This design comes from an exercise in tuning for small area, a short achievable clock period and few clock cycles on the open sky130 flow, not from production work.
In this exercise RTL edits were held to simulation tests only and were not proved equivalent to the original.
No activity file was given, so power comes from the tool's default toggle rates.

==> run D <==
==> flow/design.v (excerpt) <==
module billiard_motion_advance (
    input  logic        aclk,
    input  logic        aresetn,
    input  logic        s_tvalid,
    output logic        s_tready,
    input  logic [47:0] s_tdata,    
    input  logic        s_tuser,    
    output logic        m_tvalid,
    input  logic        m_tready,
    output logic [119:0] m_tdata,   
    output logic        m_tuser,    
    input  logic        cfg_valid,
    output logic        cfg_ready,
    input  logic [2:0]  cfg_index,
    input  logic [31:0] cfg_data
);
make LEC_CHECK=0 CAP_MARGIN=20 CORE_MARGIN=2 CORE_UTILIZATION=40 SLEW_MARGIN=20 finish   # period 13.0 ns
run.sh (not shown) runs the stock make flow with config.mk's settings and CLKGATE_MAP_FILE= SYNTH_SCRIPT=/design/flow/synth_recipe.tcl, a recipe that flattens the netlist after the stock synthesis.
==> run Y: changes against run D <==
==> flow/design.v (replaced) <==
package bma_pkg;
    localparam int MaxLegs = 64;
    localparam int FracBits = 16;
    localparam int LegW = $clog2(MaxLegs + 1);
    localparam int TimeW = 48;
    localparam int WW = 50;           
    localparam logic [2:0] REG_AREA_W = 3'd0;
    localparam logic [2:0] REG_AREA_H = 3'd1;
    localparam logic [2:0] REG_START_X = 3'd2;
    localparam logic [2:0] REG_START_Y = 3'd3;
    localparam logic [2:0] REG_VEL_X = 3'd4;
    localparam logic [2:0] REG_VEL_Y = 3'd5;
    typedef enum logic [2:0] {
        ST_IDLE, ST_LEG, ST_SEARCH, ST_PROBE, ST_FIN, ST_UPDATE, ST_LONG
    } state_t;
endpackage
module bma_divider (
    input  logic        aclk,
    input  logic        load,        
    input  logic        step,        
    input  logic        fin_cfg,     
    input  logic        fin_wr,      
    input  logic        fin,         
    input  logic        acc,         
    input  logic        long_init,   
    input  logic [2:0]  m,
    input  logic [4:0]  nidx,        
    input  logic [1:0]  nsel,        
    input  logic [31:0] pos,
    input  logic [31:0] lim,
    input  logic        vs,          
    input  logic [31:0] vm,
    input  logic        ve,
    output logic        vzero,
    output logic        ahead,       
    output logic        act,         
    output logic        ok,
    output logic [31:0] new_pos,
    output logic        at_wall
);
    localparam int WW = bma_pkg::WW;
    logic [WW-1:0] w_reg;
    logic          f_reg, nf_reg;    
    logic          act_reg;
    logic          cy_reg;           
    logic [32:0]   ext;
    logic          nb_reg;
    logic [32:0]   dsum;
    logic [31:0]   dm1;
    logic          vpos;
    logic [WW-1:0] bop, x;
    logic          cin;
    logic [31:0]   uhi;
    logic          ge;
    logic [32:0]   nsum;
    logic [31:0]   ninc;
    assign vzero = (vm == '0) && !ve;
    assign vpos = !vs && !vzero;
    assign dsum = {1'b0, vs ? pos : lim} + {1'b0, vs ? 32'hFFFF_FFFF : ~pos};
    assign dm1 = dsum[31:0];
    assign ahead = !vzero && dsum[32];
    assign ext = {dm1, 1'b1} >> m;
    always_comb begin
        if (!fin_cfg) begin
            bop = {{(WW-32){nf_reg}}, vm[31:16] ^ {16{nf_reg}}, vm[15:0] ^ {16{!f_reg}}};
            cin = ve ^ !f_reg;
        end else if (nf_reg) begin
            bop = {{(WW-33){1'b1}}, ~vm, !ve};
            cin = !ve;
        end else begin
            bop = '0;
            cin = 1'b0;
        end
        x = {w_reg[WW-2:0], nb_reg & !fin_cfg} + bop + {{(WW-1){1'b0}}, cin};
    end
    assign ok = !x[WW-1];
    always_ff @(posedge aclk) begin
        if (load) begin
            w_reg <= {{(WW-32){1'b0}}, ext[32:1]};
            f_reg <= 1'b0;
            nf_reg <= 1'b1;
            act_reg <= ahead;
            cy_reg <= dsum[32];
            nb_reg <= ext[0];
        end else if (long_init) begin
            w_reg <= '0;
            nb_reg <= dm1[31];
        end else begin
            if (step || fin) w_reg <= x;
            else if (fin_wr) w_reg <= {x[WW-17:0], 16'd0};
            if (step) begin
                f_reg <= !acc;
                nf_reg <= acc;
                nb_reg <= (nsel == 2'd0) ? dm1[nidx] : (nsel == 2'd1);
            end
        end
    end
    assign uhi = w_reg[48:17];
    assign ge = !w_reg[WW-1];
    assign nsum = {1'b0, lim} + {1'b0, ~uhi};
    assign ninc = uhi + 32'd1;
    assign act = act_reg;
    always_comb begin
        if (act_reg) begin
            if (ge) new_pos = vpos ? nsum[31:0] : (nsum[32] ? ninc : lim);
            else new_pos = vpos ? lim : '0;
        end else begin
            if (vs) new_pos = '0;
            else if (vpos) new_pos = lim;
            else new_pos = cy_reg ? pos : lim;
        end
    end
    assign at_wall = !vzero && (!act_reg || !ge || (vs && (lim == '0)));
endmodule
module billiard_motion_advance (
    input  logic        aclk,
    input  logic        aresetn,
    input  logic        s_tvalid,
    output logic        s_tready,
    input  logic [47:0] s_tdata,    
    input  logic        s_tuser,    
    output logic        m_tvalid,
    input  logic        m_tready,
    output logic [119:0] m_tdata,   
    output logic        m_tuser,    
    input  logic        cfg_valid,
    output logic        cfg_ready,
    input  logic [2:0]  cfg_index,
    input  logic [31:0] cfg_data
);
    bma_pkg::state_t state_reg;
    logic [31:0] aw_reg, ah_reg, sx_reg, sy_reg, svx_reg, svy_reg;
    logic [31:0] cx_reg, cy_reg;
    logic        vxs_reg, vys_reg, vxe_reg, vye_reg;
    logic [31:0] vxm_reg, vym_reg;
    logic [47:0] lt_reg, tgt_reg;
    logic        op_reg;
    logic [bma_pkg::LegW-1:0] legs_reg;
    logic [6:0]  refl_reg;
    logic        capped_reg;
    logic        out_valid_reg;
    logic [5:0]  cnt_reg;
    logic [31:0] hi_reg;       
    logic        lo_ones_reg;
    logic        t_free_reg;
    logic        noprobe_reg;  
    logic        is_idle, is_leg, is_upd, take_req;
    logic [48:0] tsum;
    logic [47:0] rem1;
    logic        done_leg, short_mode;
    logic [2:0]  m;
    logic        load, setup, long_init, step, probe, fin;
    logic        upd_sel_reg;  
    logic        fcfg_reg;     
    bma_pkg::state_t st_nxt;
    logic        x_ahead, y_ahead, x_act, y_act, x_ok, y_ok, x_wall, y_wall, x_zero, y_zero;
    logic        tbit, acc, pass, t_free_next;
    logic [4:0]  nidx;
    logic [1:0]  nsel;
    logic [31:0] nx, ny;
    logic        at_end;
    assign is_idle = (state_reg == bma_pkg::ST_IDLE);
    assign is_leg = (state_reg == bma_pkg::ST_LEG);
    assign is_upd = (state_reg == bma_pkg::ST_UPDATE);
    assign at_end = !t_free_reg;
    assign s_tready = is_idle || (!out_valid_reg && ((is_upd && at_end) || (is_leg && op_reg)));
    assign take_req = s_tvalid && s_tready;
    assign cfg_ready = 1'b1;
    assign m_tvalid = out_valid_reg;
    assign m_tdata = {1'b0, refl_reg, lt_reg, cy_reg, cx_reg};
    assign m_tuser = capped_reg;
    assign tsum = {1'b0, upd_sel_reg ? lt_reg : tgt_reg} +
                  {1'b0, upd_sel_reg ? {16'd0, hi_reg} : ~lt_reg} +
                  {48'd0, upd_sel_reg && lo_ones_reg};
    assign rem1 = tsum[47:0];
    assign done_leg = !tsum[48];
    assign short_mode = (rem1[47:5] == '0);
    always_comb begin
        if (rem1[4]) m = 3'd5;
        else if (rem1[3]) m = 3'd4;
        else if (rem1[2]) m = 3'd3;
        else if (rem1[1]) m = 3'd2;
        else if (rem1[0]) m = 3'd1;
        else m = 3'd0;
    end
    assign load = is_leg && !op_reg && !done_leg &&
                  (noprobe_reg || (legs_reg != bma_pkg::LegW'(bma_pkg::MaxLegs)));
    assign setup = is_leg;
    assign long_init = (state_reg == bma_pkg::ST_LONG);
    assign step = (state_reg == bma_pkg::ST_SEARCH);
    assign probe = (state_reg == bma_pkg::ST_PROBE);
    assign fin = (state_reg == bma_pkg::ST_FIN);
    assign nidx = 5'(cnt_reg - 6'd17);
    assign nsel = (cnt_reg == '0) ? 2'd2 : ((cnt_reg >= 6'd17) ? 2'd0 : 2'd1);
    assign tbit = (cnt_reg >= 6'd16) ? hi_reg[31] : 1'b1;
    assign acc = (t_free_reg || tbit) && (!x_act || x_ok) && (!y_act || y_ok);
    assign pass = (!x_act || x_ok) && (!y_act || y_ok);
    assign t_free_next = t_free_reg || (tbit && !acc);
    bma_divider u_x (
        .aclk(aclk), .load(setup), .step(step), .fin_cfg(fcfg_reg), .fin_wr(probe || fin), .fin(fin),
        .acc(acc), .long_init(long_init), .m(m), .nidx(nidx), .nsel(nsel),
        .pos(cx_reg), .lim(aw_reg), .vs(vxs_reg), .vm(vxm_reg), .ve(vxe_reg),
        .vzero(x_zero), .ahead(x_ahead), .act(x_act), .ok(x_ok), .new_pos(nx), .at_wall(x_wall)
    );
    bma_divider u_y (
        .aclk(aclk), .load(setup), .step(step), .fin_cfg(fcfg_reg), .fin_wr(probe || fin), .fin(fin),
        .acc(acc), .long_init(long_init), .m(m), .nidx(nidx), .nsel(nsel),
        .pos(cy_reg), .lim(ah_reg), .vs(vys_reg), .vm(vym_reg), .ve(vye_reg),
        .vzero(y_zero), .ahead(y_ahead), .act(y_act), .ok(y_ok), .new_pos(ny), .at_wall(y_wall)
    );
    always_ff @(posedge aclk) begin
        if (setup) begin
            cnt_reg <= 6'(6'd15 + {3'd0, m});
            hi_reg <= {rem1[4:0], 27'd0} << (3'd5 - m);
            lo_ones_reg <= 1'b1;
            t_free_reg <= 1'b0;
        end else if (long_init) begin
            cnt_reg <= 6'd47;
            hi_reg <= rem1[31:0];
            t_free_reg <= rem1[47:32] != '0;
        end else if (step) begin
            if (cnt_reg != '0) cnt_reg <= cnt_reg - 6'd1;
            if (cnt_reg >= 6'd16) hi_reg <= {hi_reg[30:0], acc};
            else lo_ones_reg <= lo_ones_reg && acc;
            t_free_reg <= t_free_next;
        end
    end
    always_comb begin
        st_nxt = state_reg;
        unique case (state_reg)
            bma_pkg::ST_IDLE:
                if (s_tvalid) st_nxt = bma_pkg::ST_LEG;
            bma_pkg::ST_LEG:
                if (load) begin
                    if (!x_ahead && !y_ahead) st_nxt = bma_pkg::ST_UPDATE;
                    else if (!short_mode) st_nxt = bma_pkg::ST_LONG;
                    else if ((m == '0) && !noprobe_reg) st_nxt = bma_pkg::ST_PROBE;
                    else st_nxt = bma_pkg::ST_SEARCH;
                end else if (!out_valid_reg) begin
                    st_nxt = (op_reg && s_tvalid) ? bma_pkg::ST_LEG : bma_pkg::ST_IDLE;
                end
            bma_pkg::ST_SEARCH:
                if (cnt_reg == '0) st_nxt = bma_pkg::ST_FIN;
                else if (cnt_reg == 6'd16 && !t_free_next && !noprobe_reg)
                    st_nxt = bma_pkg::ST_PROBE;
            bma_pkg::ST_PROBE: st_nxt = pass ? bma_pkg::ST_UPDATE : bma_pkg::ST_LEG;
            bma_pkg::ST_FIN: st_nxt = bma_pkg::ST_UPDATE;
            bma_pkg::ST_LONG: st_nxt = bma_pkg::ST_SEARCH;
            bma_pkg::ST_UPDATE:
                if (!out_valid_reg) begin
                    if (at_end) st_nxt = s_tvalid ? bma_pkg::ST_LEG : bma_pkg::ST_IDLE;
                    else st_nxt = bma_pkg::ST_LEG;
                end
            default: st_nxt = bma_pkg::ST_IDLE;
        endcase
    end
    always_ff @(posedge aclk) begin
        if (!aresetn) begin
            upd_sel_reg <= 1'b0;
            fcfg_reg <= 1'b0;
        end else begin
            upd_sel_reg <= (st_nxt == bma_pkg::ST_UPDATE);
            fcfg_reg <= (st_nxt == bma_pkg::ST_PROBE) || (st_nxt == bma_pkg::ST_FIN);
        end
    end
    always_ff @(posedge aclk) begin
        if (!aresetn) begin
            state_reg <= bma_pkg::ST_IDLE;
            aw_reg <= 32'd6553600;
            ah_reg <= 32'd6553600;
            sx_reg <= '0;
            sy_reg <= '0;
            svx_reg <= 32'd65536;
            svy_reg <= 32'd65536;
            cx_reg <= '0;
            cy_reg <= '0;
            vxs_reg <= 1'b0;
            vys_reg <= 1'b0;
            vxm_reg <= 32'd65536;
            vym_reg <= 32'd65536;
            vxe_reg <= 1'b0;
            vye_reg <= 1'b0;
            lt_reg <= '0;
            out_valid_reg <= 1'b0;
            noprobe_reg <= 1'b0;
            legs_reg <= '0;
            refl_reg <= '0;
            capped_reg <= 1'b0;
        end else begin
            if (cfg_valid) begin
                unique case (cfg_index)
                    bma_pkg::REG_AREA_W: aw_reg <= cfg_data;
                    bma_pkg::REG_AREA_H: ah_reg <= cfg_data;
                    bma_pkg::REG_START_X: sx_reg <= cfg_data;
                    bma_pkg::REG_START_Y: sy_reg <= cfg_data;
                    bma_pkg::REG_VEL_X: svx_reg <= cfg_data;
                    bma_pkg::REG_VEL_Y: svy_reg <= cfg_data;
                    default: ;
                endcase
            end
            if (out_valid_reg && m_tready) begin
                out_valid_reg <= 1'b0;
                refl_reg <= '0;
                capped_reg <= 1'b0;
            end
            state_reg <= st_nxt;
            if (take_req) begin
                tgt_reg <= s_tdata;
                op_reg <= s_tuser;
                legs_reg <= '0;
            end
            unique case (state_reg)
                bma_pkg::ST_LEG:
                    if (load) begin
                        if (!noprobe_reg) legs_reg <= legs_reg + 1'b1;
                    end else if (!out_valid_reg) begin
                        out_valid_reg <= 1'b1;
                        if (op_reg) begin
                            cx_reg <= sx_reg;
                            cy_reg <= sy_reg;
                            vxs_reg <= svx_reg[31];
                            vxm_reg <= svx_reg ^ {32{svx_reg[31]}};
                            vxe_reg <= svx_reg[31];
                            vys_reg <= svy_reg[31];
                            vym_reg <= svy_reg ^ {32{svy_reg[31]}};
                            vye_reg <= svy_reg[31];
                            lt_reg <= '0;
                        end else begin
                            if (!done_leg) capped_reg <= 1'b1;
                        end
                    end
                bma_pkg::ST_PROBE:
                    if (!pass) noprobe_reg <= 1'b1;
                bma_pkg::ST_UPDATE:
                    if (!out_valid_reg) begin
                        noprobe_reg <= 1'b0;
                        cx_reg <= nx;
                        cy_reg <= ny;
                        if (at_end) begin
                            lt_reg <= tgt_reg;
                            out_valid_reg <= 1'b1;
                        end else begin
                            lt_reg <= tsum[47:0];
                            if (x_wall) begin
                                vxs_reg <= !vxs_reg && !x_zero;
                                if (vxs_reg && vxe_reg && (vxm_reg == 32'h7FFF_FFFF))
                                    vxe_reg <= 1'b0;
                            end else begin
                                vys_reg <= !vys_reg && !y_zero;
                                if (vys_reg && vye_reg && (vym_reg == 32'h7FFF_FFFF))
                                    vye_reg <= 1'b0;
                            end
                            if (refl_reg != 7'h7F) refl_reg <= refl_reg + 1'b1;
                        end
                    end
                default: ;
            endcase
        end
    end
endmodule
==> flow/flow/run.sh (new file) <==
#!/bin/bash
set -euo pipefail
bash standard.sh SETUP_SLACK_MARGIN=8.5 finish > standard_flow.log 2>&1
==> flow/standard.sh (new file) <==
#!/bin/bash
# synth_recipe.tcl (not shown) runs the flow's synth.tcl, then flattens the netlist and writes it again
# the make line also repeats each setting of config.mk as NAME=value (left out here)
make -C /OpenROAD-flow-scripts/flow DESIGN_CONFIG=/design/flow/config.mk WORK_HOME=/design/flow/orfs CLKGATE_MAP_FILE= SYNTH_SCRIPT=/design/flow/synth_recipe.tcl "${@:-finish}"
==> flow/config.mk (replaced) <==
export PLATFORM = sky130hd
export DESIGN_NAME = billiard_motion_advance
export DESIGN_NICKNAME = billiard_motion_advance
export VERILOG_FILES = /design/flow/design.v
export SDC_FILE = /design/flow/constraint.sdc
export NUM_CORES = 4
export LEC_CHECK = 0
export CAP_MARGIN = 20
export CORE_MARGIN = 2
export CORE_UTILIZATION = 55
export PLACE_DENSITY = 0.7
export SLEW_MARGIN = 20
removed: flow/run.sh
==> comparison <==
Cell area: run D is smaller than run Y (about 5%). In run Y the non-clock buffer count is higher than in run D, by 109. Against run Y, the first-iteration DRC count of run D is lower by about 10%. Combinational power: run D is higher than run Y (28%). In run D the setup slack is lower than in run Y, by 4.1 ns. Of run D and run Y, run D has the higher power (gap 22%, measured against run Y). Against run D, the sequential share of layout area of run Y is lower by 1.8 points. In run D the cell count is higher than in run Y, by 3.0%. Of run D and run Y, run Y has the higher core utilization (gap 19 points).
==> figures <==
| metric | run Y | run D |
|---|---|---|
| Status | complete, no violations | complete, no violations |
| Capture point of the critical path | sx_reg[5]$_SDFFE_PN0P_ | u_y.nb_reg$_DFFE_PP_ |
| Reg-to-reg endpoint | fcfg_reg$_SDFF_PN0_ | u_y.nb_reg$_DFFE_PP_ |
| Worst rel slew slack | 13.5% | 20.3% |
| Share of layout cells above drive strength 1 | 10.9% | 5.51% |
| Drt total wl | 194 mm | 184 mm |
| Unrepaired setup endpoints after global routing | true | false |
| Worst Path Required | 13.57 ns | 13.39 ns |
| Tightest hold margin | 0.450 ns | 0.453 ns |
| Setup WS pre-CTS | 7.46 ns | 4.43 ns |
| Via count of the first global-routing pass | 44200 | 41700 |
| Power drawn by the clock network | 0.00208 W | 0.00217 W |
| Skew-Pair Late Insertion Delay | 0.65 ns | 0.67 ns |
| Adder and majority gate portion of the synthesized area | 8.69% | 8.87% |
| Number of distinct library cell variants in the gate-level netlist after synthesis | 113 | 95 |
| Number of optimization iterations in the first detailed-route pass | 8 | 6 |
| First-pass GRT wire length | 283 mm | 271 mm |
| Multi-input gate area in the final layout | 0.0329 mm² | 0.0310 mm² |
| Multiplexer share of the synthesized area | 5.95% | 4.98% |
| Worst Tran Pin Value | 1.29 ns | 1.19 ns |
Testbench counts of run D, summed over its fixed seeds: cycles 98,686.
Testbench counts of run Y, summed over its fixed seeds: cycles 98,686.

## separate check: timing with driven ports
The results above use ideal ports. As a check the final layouts listed here were re-extracted and re-timed, cells and wires unchanged. Step 1 sets driving cells, clkbuf_16 on the clock port and buf_2 on the other inputs (assumed; they add their load-dependent delay and slew). Step 2 moves the port delays by t, midway between the first and last clock arrival at a register: inputs arrive t later, outputs are due t later. That takes back most of the time a late clock gives input paths. Three values: ideal, step 1, step 2; two values: the first two.
run	t (ns)	setup slack, ns	worst setup path after step 2
run D	0.730	4.323 / 4.323 / 4.323	register to register
run Y	0.714	8.408 / 8.423 / 7.724	input to register
After both steps every run listed still meets setup and hold. For run Y, which loses most, drivers alone change the setup slack by +0.015 ns; drivers and shift together by -0.684 ns.
